This is an optimization exercise on Yosys and OpenROAD, whose aim is small area, a short achievable clock period and few clock cycles per item, not a production implementation.
Function was checked by simulation only, so behaviour that the tests miss may differ from the original.
No activity file was given, so power comes from the tool's default toggle rates.

==> flow/config.mk <==
export PLATFORM = sky130hd
export DESIGN_NAME = ma_crossover_detector
export DESIGN_NICKNAME = ma_crossover_detector
export VERILOG_FILES = /design/flow/design.v
export SDC_FILE = /design/flow/constraint.sdc
export NUM_CORES = 4
export LEC_CHECK = 0
export CAP_MARGIN = 20
export CORE_MARGIN = 2
export CORE_UTILIZATION = 40
export SLEW_MARGIN = 20
==> flow/design.v <==
package alg_pkg;
  localparam int DATA_WIDTH  = 11;
  localparam int CTR_WIDTH   = 16;
  localparam int N_SHORT     = 16;
  localparam int N_LONG      = 32;
  localparam int DATA_OFFSET = 1024;
  typedef enum logic [1:0] {
    FILL  = 2'd0,
    PRIME = 2'd1,
    RUN   = 2'd2
  } xdet_state_t;
  function automatic integer sum_width(input integer data_w, input integer n);
    sum_width = data_w + $clog2(n);
  endfunction
  localparam int SUM_S_W = sum_width(DATA_WIDTH, N_SHORT);
  localparam int SUM_L_W = sum_width(DATA_WIDTH, N_LONG);
  localparam int MA_W    = DATA_WIDTH;
endpackage
module ma_window #(
  parameter int N = 16,
  parameter int W = 11
) (
  input  logic         clk,
  input  logic         rst,
  input  logic         clr,
  input  logic         shift_en,
  input  logic [W-1:0] x,
  output logic [W-1:0] avg
);
  localparam int LOG2N = $clog2(N);
  localparam int SW    = alg_pkg::sum_width(W, N);
  logic [W-1:0]     win_q [N];
  logic [LOG2N-1:0] ptr_q;
  logic [SW-1:0]    sum_q;
  logic [SW-1:0]    sum_d;
  always_comb begin
    sum_d = sum_q + SW'(x) - SW'(win_q[ptr_q]);
  end
  always_ff @(posedge clk or posedge rst) begin
    if (rst) begin
      ptr_q <= '0;
      sum_q <= '0;
      for (int i = 0; i < N; i++) win_q[i] <= '0;
    end else if (clr) begin
      ptr_q <= '0;
      sum_q <= '0;
      for (int i = 0; i < N; i++) win_q[i] <= '0;
    end else if (shift_en) begin
      win_q[ptr_q] <= x;
      ptr_q        <= ptr_q + LOG2N'(1);
      sum_q        <= sum_d;
    end
  end
  assign avg = W'(sum_q >> LOG2N);
endmodule
module ma_crossover_detector #(
  parameter int DATA_W = alg_pkg::DATA_WIDTH,
  parameter int CTR_W  = alg_pkg::CTR_WIDTH,
  parameter int N_S    = alg_pkg::N_SHORT,
  parameter int N_L    = alg_pkg::N_LONG,
  parameter int OFFSET = alg_pkg::DATA_OFFSET
) (
  input  logic              clk,
  input  logic              rst,
  input  logic              clr,
  input  logic              in_valid,
  output logic              in_ready,
  input  logic [DATA_W-1:0] in_data,
  output logic              ma_valid,
  output logic [DATA_W-1:0] ma_short,
  output logic [DATA_W-1:0] ma_long,
  output logic              ev_valid,
  input  logic              ev_ready,
  output logic              ev_rise,
  output logic [CTR_W-1:0]  ev_index
);
  localparam int FILL_W = $clog2(N_L);
  function automatic logic [DATA_W-1:0] rectify(input logic [DATA_W-1:0] s);
    logic signed [DATA_W:0] d;
    d = $signed({1'b0, s}) - $signed((DATA_W + 1)'(OFFSET));
    rectify = d[DATA_W] ? DATA_W'(-d) : d[DATA_W-1:0];
  endfunction
  alg_pkg::xdet_state_t       state_q, state_d;
  logic [FILL_W-1:0] fill_q, fill_d;
  logic [CTR_W-1:0]  idx_q, idx_d;
  logic [CTR_W-1:0]  tag_q, tag_d;
  logic              prev_gt_q, prev_gt_d;
  logic              ma_valid_q, ma_valid_d;
  logic              ev_valid_q, ev_valid_d;
  logic              ev_rise_q, ev_rise_d;
  logic [CTR_W-1:0]  ev_index_q, ev_index_d;
  logic              accept;
  logic              gt;
  logic [DATA_W-1:0] x_rect;
  assign in_ready = !rst && !clr && !ev_valid_q && !ma_valid_q;
  assign accept   = in_valid && in_ready;
  assign x_rect   = rectify(in_data);
  ma_window #(.N(N_S), .W(DATA_W)) u_win_short (
    .clk      (clk),
    .rst      (rst),
    .clr      (clr),
    .shift_en (accept),
    .x        (x_rect),
    .avg      (ma_short)
  );
  ma_window #(.N(N_L), .W(DATA_W)) u_win_long (
    .clk      (clk),
    .rst      (rst),
    .clr      (clr),
    .shift_en (accept),
    .x        (x_rect),
    .avg      (ma_long)
  );
  assign gt = (ma_short > ma_long);
  always_comb begin
    state_d    = state_q;
    fill_d     = fill_q;
    idx_d      = idx_q;
    tag_d      = tag_q;
    prev_gt_d  = prev_gt_q;
    ma_valid_d = 1'b0;
    ev_valid_d = ev_valid_q;
    ev_rise_d  = ev_rise_q;
    ev_index_d = ev_index_q;
    if (clr) begin
      state_d    = alg_pkg::FILL;
      fill_d     = '0;
      idx_d      = '0;
      tag_d      = '0;
      prev_gt_d  = 1'b0;
      ev_valid_d = 1'b0;
      ev_rise_d  = 1'b0;
      ev_index_d = '0;
    end else begin
      if (accept) begin
        ma_valid_d = 1'b1;
        tag_d      = idx_q;
        idx_d      = idx_q + CTR_W'(1);
        if (state_q == alg_pkg::FILL) begin
          fill_d = fill_q + FILL_W'(1);
          if (fill_q == FILL_W'(N_L - 1)) state_d = alg_pkg::PRIME;
        end
      end
      if (ma_valid_q) begin
        case (state_q)
          alg_pkg::PRIME: begin
            prev_gt_d = gt;
            state_d   = alg_pkg::RUN;
          end
          alg_pkg::RUN: begin
            if (gt != prev_gt_q) begin
              ev_valid_d = 1'b1;
              ev_rise_d  = gt;
              ev_index_d = tag_q;
              prev_gt_d  = gt;
            end
          end
          default: ;
        endcase
      end
      if (ev_valid_q && ev_ready) ev_valid_d = 1'b0;
    end
  end
  always_ff @(posedge clk or posedge rst) begin
    if (rst) begin
      state_q    <= alg_pkg::FILL;
      fill_q     <= '0;
      idx_q      <= '0;
      tag_q      <= '0;
      prev_gt_q  <= 1'b0;
      ma_valid_q <= 1'b0;
      ev_valid_q <= 1'b0;
      ev_rise_q  <= 1'b0;
      ev_index_q <= '0;
    end else begin
      state_q    <= state_d;
      fill_q     <= fill_d;
      idx_q      <= idx_d;
      tag_q      <= tag_d;
      prev_gt_q  <= prev_gt_d;
      ma_valid_q <= ma_valid_d;
      ev_valid_q <= ev_valid_d;
      ev_rise_q  <= ev_rise_d;
      ev_index_q <= ev_index_d;
    end
  end
  assign ma_valid = ma_valid_q;
  assign ev_valid = ev_valid_q;
  assign ev_rise  = ev_rise_q;
  assign ev_index = ev_index_q;
endmodule
==> flow/constraint.sdc <==
create_clock -name core_clock -period 7.0 [get_ports {clk}]
set_input_delay 1.4000 -clock core_clock [delete_from_list [all_inputs] [get_ports {clk}]]
set_output_delay 1.4000 -clock core_clock [all_outputs]
set_load 0.01 [all_outputs]
==> flow/run.sh <==
#!/bin/bash
# synth_recipe.tcl (not shown) runs the flow's synth.tcl, then flattens the netlist and writes it again
# the make line also repeats each setting of config.mk as NAME=value (left out here)
make -C /OpenROAD-flow-scripts/flow DESIGN_CONFIG=/design/flow/config.mk WORK_HOME=/design/flow/orfs CLKGATE_MAP_FILE= SYNTH_SCRIPT=/design/flow/synth_recipe.tcl finish
==> impl_metrics.toml <==
[floorplan]
core-area_sq_um = 79300
die_w_um = 287
die_height_um = 287
die_area_sq_um = 82600
pin_count = 58
start_util_pct = 40.5
rows = 103

[timing]
period_share_pct = 84.1
period_minus_slack_ns = 5.89
fmax_ghz = 0.170
slew_violations = 0
hold_violations = 0
fin_worst_skew_ns = 0.0404
setup_violations = 0
tightest_slew_ns = 1.20
rsz0062_at_grt = "false"
max-slew-margin-rel_pct = 19.9

[clocking]
root_buffer = "clkbuf_16"
cts_resized = 0
cts_sinks = 627
hold_buffers = 0
clock_latency_ns = 0.64
cts.clk_slew.worst_paths_ns = 0.06
numCtsBuffers = 72
h-tree-depth = 3
post_cts_buffers = 0
cts_tree = "done"
ctsLongestPathBuffers = 3

[synthesis]
yosysSeqAreaShare_pct = 48.8
yosysUniqueCellTypes = 81
synth.most_common_cell = "nor2_1"
postSynth.asyncResetShare_pct = 100
synth_warnings = 5
postSynthAreaPerCell_sq_um = 9.59
yosys.area.top_type = "dfrtp_1"
synth_seq_cells = 627
synth_cells = 3351
yosys-top-cells-count = "707 x nor2_1, 627 x dfrtp_1, 426 x a211oi_1"
syn_nets = 3445
synth.area.top_cells = "dfrtp_1 49%, a211oi_1 10%, nor2_1 8.3%, mux2i_1 4.4%, ha_1 2.2%"
synth_area_sq_um = 32100
synth_ff_type = "dfrtp_1"
synth_enable_flop_cells = 0
synth_top_area_share_pct = 48.8

[pwr]
power_density_nw_per_um2 = 265
peakVddDrop_uv = 182
total_leakage_power_nw = 14.3

[finish]
antenna_cells = 0
fillers = 7644
final_cell_count_no_fill = 4351
utilization_pct = 45.2
layout-drive-gt1-share_pct = 9.54
final_nets = 3344
synthToLayoutAreaGrowth_pct = 11.6

[global_route]
grt_use_total_pct = 26.7
antenna_found_initial = 1
grt_max_degree = 191
grt_overflow = 0
grt_pass1_vias = 24736
grt_pass1_wl_um = 167000

[setup_path]
crit_path_top_delay_cell = "dfrtp_2"
crit_type = "reg -> reg"
path_cells = "buf_4, and2_1, buf_4, a22oi_1, o32ai_1, nor3_1, a31oi_1, fa_1, inv_1, ha_1, a21oi_1, a2bb2oi_1, o211ai_1, a21oi_1, o21ai_1, mux2i_1, mux2_1"
critPathLaunchType = "flip-flop"
end_kind = "flip-flop"
path_delay_family = "compound AO/OA/AOI/OAI gates"
arrival_ns = 6.40
path_buf_inv = 3
cpPeakStageDelay_ns = 0.95
required_ns = 7.51
crit_fanout = 37
reg2reg_setup_slack_ns = 1.11

[placed_design]
port_buffers = 57
dp.cells = 4223
dp_hpwl_um = 71800
gp_congestion = 1.04

[flow_run]
maxCapViolCount = 0

[routing]
vias = 26053
drtPass1Iterations = 8
avgRoutedWirePerCell_um = 25.2
ant_nets = 0
wirelength_um = 110000
drc = 0
drt_iter0_markers = 3421
via_per_inst = 5.99

[min_path]
hold_class = "reg -> reg"

[outcome]
outcome = "timing/DRC/antenna clean"
==> placed cells by master, fill, tap and decap left out, types with 22 or more instances in the layout <==
| cell type | count |
|---|---|
| nor2_1 | 706 |
| dfrtp_1 | 622 |
| a211oi_1 | 426 |
| nand2_1 | 175 |
| mux2i_1 | 141 |
| a21oi_1 | 136 |
| buf_4 | 100 |
| inv_1 | 90 |
| clkbuf_16 | 74 |
| o21ai_0 | 62 |
| a22oi_1 | 59 |
| ha_1 | 56 |
| clkdlybuf4s50_1 | 55 |
| nand3_1 | 48 |
| a31oi_1 | 39 |
| a22o_1 | 30 |
| mux2_2 | 24 |
| a221oi_1 | 24 |
| nor3_1 | 22 |
| fa_1 | 22 |
==> where the power goes <==
group / leakage [nW] / internal, mW / switching (mW)
sequential: 8.73 / 3.68 / 0.0754
clock: 1.18 / 2.28 / 1.59
combinational: 4.42 / 0.697 / 1.16
total: 14.3 / 6.66 / 2.83
==> logic make-up after synthesis <==
logic type	after synthesis	share of synthesized area, %
xor gates and xnor gates	42	1.19
AOI/OAI and AO/OA	904	20.1
and+or+nand+nor	1091	14.3
muxes	174	5.79
adders and majority gates	78	3.55
buffers and inverters	435	6.25
DFF	627	48.8
==> stage by stage <==
step | area (sq um) | TNS [ns] | setup slack, ns | power (mW) | hold slack (ns)
finish | 35800 | 0 | 1.11 | 9.48 | 0.518
CTS | 35800 | 0 | 1.34 | 9.53 | 0.522
detailed placement | 33400 | 0 | 1.37 | 5.66 | 0.508
floorplan | 32100 | -1856.48 | -2.96 | 5.17 | 0.476
global placement | 33400 | 0 | 1.44 | 5.65 | 0.497
global route | 35800 | 0 | 0.831 | 9.90 | 0.541
==> sequential cells by signal (all words and copies together) (netlist names) <==
register           flops
u_win_long.win_q     352
u_win_short.win_q    176
ev_index_q            16
idx_q                 16
tag_q                 16
u_win_long.sum_q      16
u_win_short.sum_q     15
fill_q                 5
u_win_long.ptr_q       5
u_win_short.ptr_q      4
state_q                2
ev_rise_q              1
ev_valid_q             1
ma_valid_q             1
prev_gt_q              1
==> worst register-to-register path, delay by kind of cell (launching register included) <==
kind,cells,cell delay [ns]
mux,2,0.52
fa+ha+maj,2,0.73
simple gates,2,0.33
buf+inv,3,0.79
compound gates,8,2.43
flops,1,0.95
==> per-layer routing <==
layer	share of wire (%)	routed length, um	global-route usage, %
met5	0.011	12	0
met4	3.3	3630	9.04
met3	8.7	9590	4.98
met2	43	46800	37.8
met1	45	49800	40.5
==> final timing paths <==
| kind | cells after the start | start | endpoint |
|---|---|---|---|
| worst min register to register | 2 | u_win_long.win_q[9][10]$_DFFE_PP0P_ | u_win_long.win_q[9][10]$_DFFE_PP0P_ |
| min in group asynchronous | 2 | rst | ev_rise_q$_DFFE_PP0P_ |
| worst max-delay path | 17 | u_win_long.ptr_q[4]$_DFFE_PP0P_ | u_win_long.sum_q[15]$_DFFE_PP0P_ |
| max in group asynchronous | 3 | rst | u_win_long.win_q[12][6]$_DFFE_PP0P_ |
| worst min-delay path | 2 | u_win_long.win_q[9][10]$_DFFE_PP0P_ | u_win_long.win_q[9][10]$_DFFE_PP0P_ |
| worst max register to register | 17 | u_win_long.ptr_q[4]$_DFFE_PP0P_ | u_win_long.sum_q[15]$_DFFE_PP0P_ |
==> area by class of cell <==
| cell class | instances | area [sq um] | share of cell area [%] |
|---|---|---|---|
| tap | 1050 | 1310 | 3.67 |
| timing repair buffer | 165 | 1470 | 4.10 |
| sequential | 627 | 15700 | 43.8 |
| inverter | 95 | 360 | 1.01 |
| multi-input combinational | 2289 | 14600 | 40.7 |
| clock buffer | 105 | 2140 | 5.97 |
| clock inverter | 20 | 274 | 0.764 |
Testbench counts, summed over its fixed seeds: cycles 49,834, samples 24,000.

re-timing with driven ports:
How much do the figures lean on ideal ports? The routed layout below was timed once more, with nothing changed but the port constraints.
Step 1 assumes that a clkbuf_16 drives the clock port and a buf_2 every other input.
Step 2 times the ports against the registers' clock, not the clock port: input delays grow and output delays shrink by t, the midpoint of the rising clock arrivals with the driver on.
Slacks: ideal / step 1 / step 2; pairs: ideal / step 1.
shift t [ns]: 0.685
setup slack, ns: 1.112 / 1.112 / 1.112
hold WS [ns]: 0.518 / 0.518 / 0.518
worst data-port slew with drivers (ns): 0.07
cell pins on the clock port's net: 1
After both steps this run still meets setup and hold. For this run, drivers alone change the setup slack by 0.000 ns; drivers and shift together by 0.000 ns.
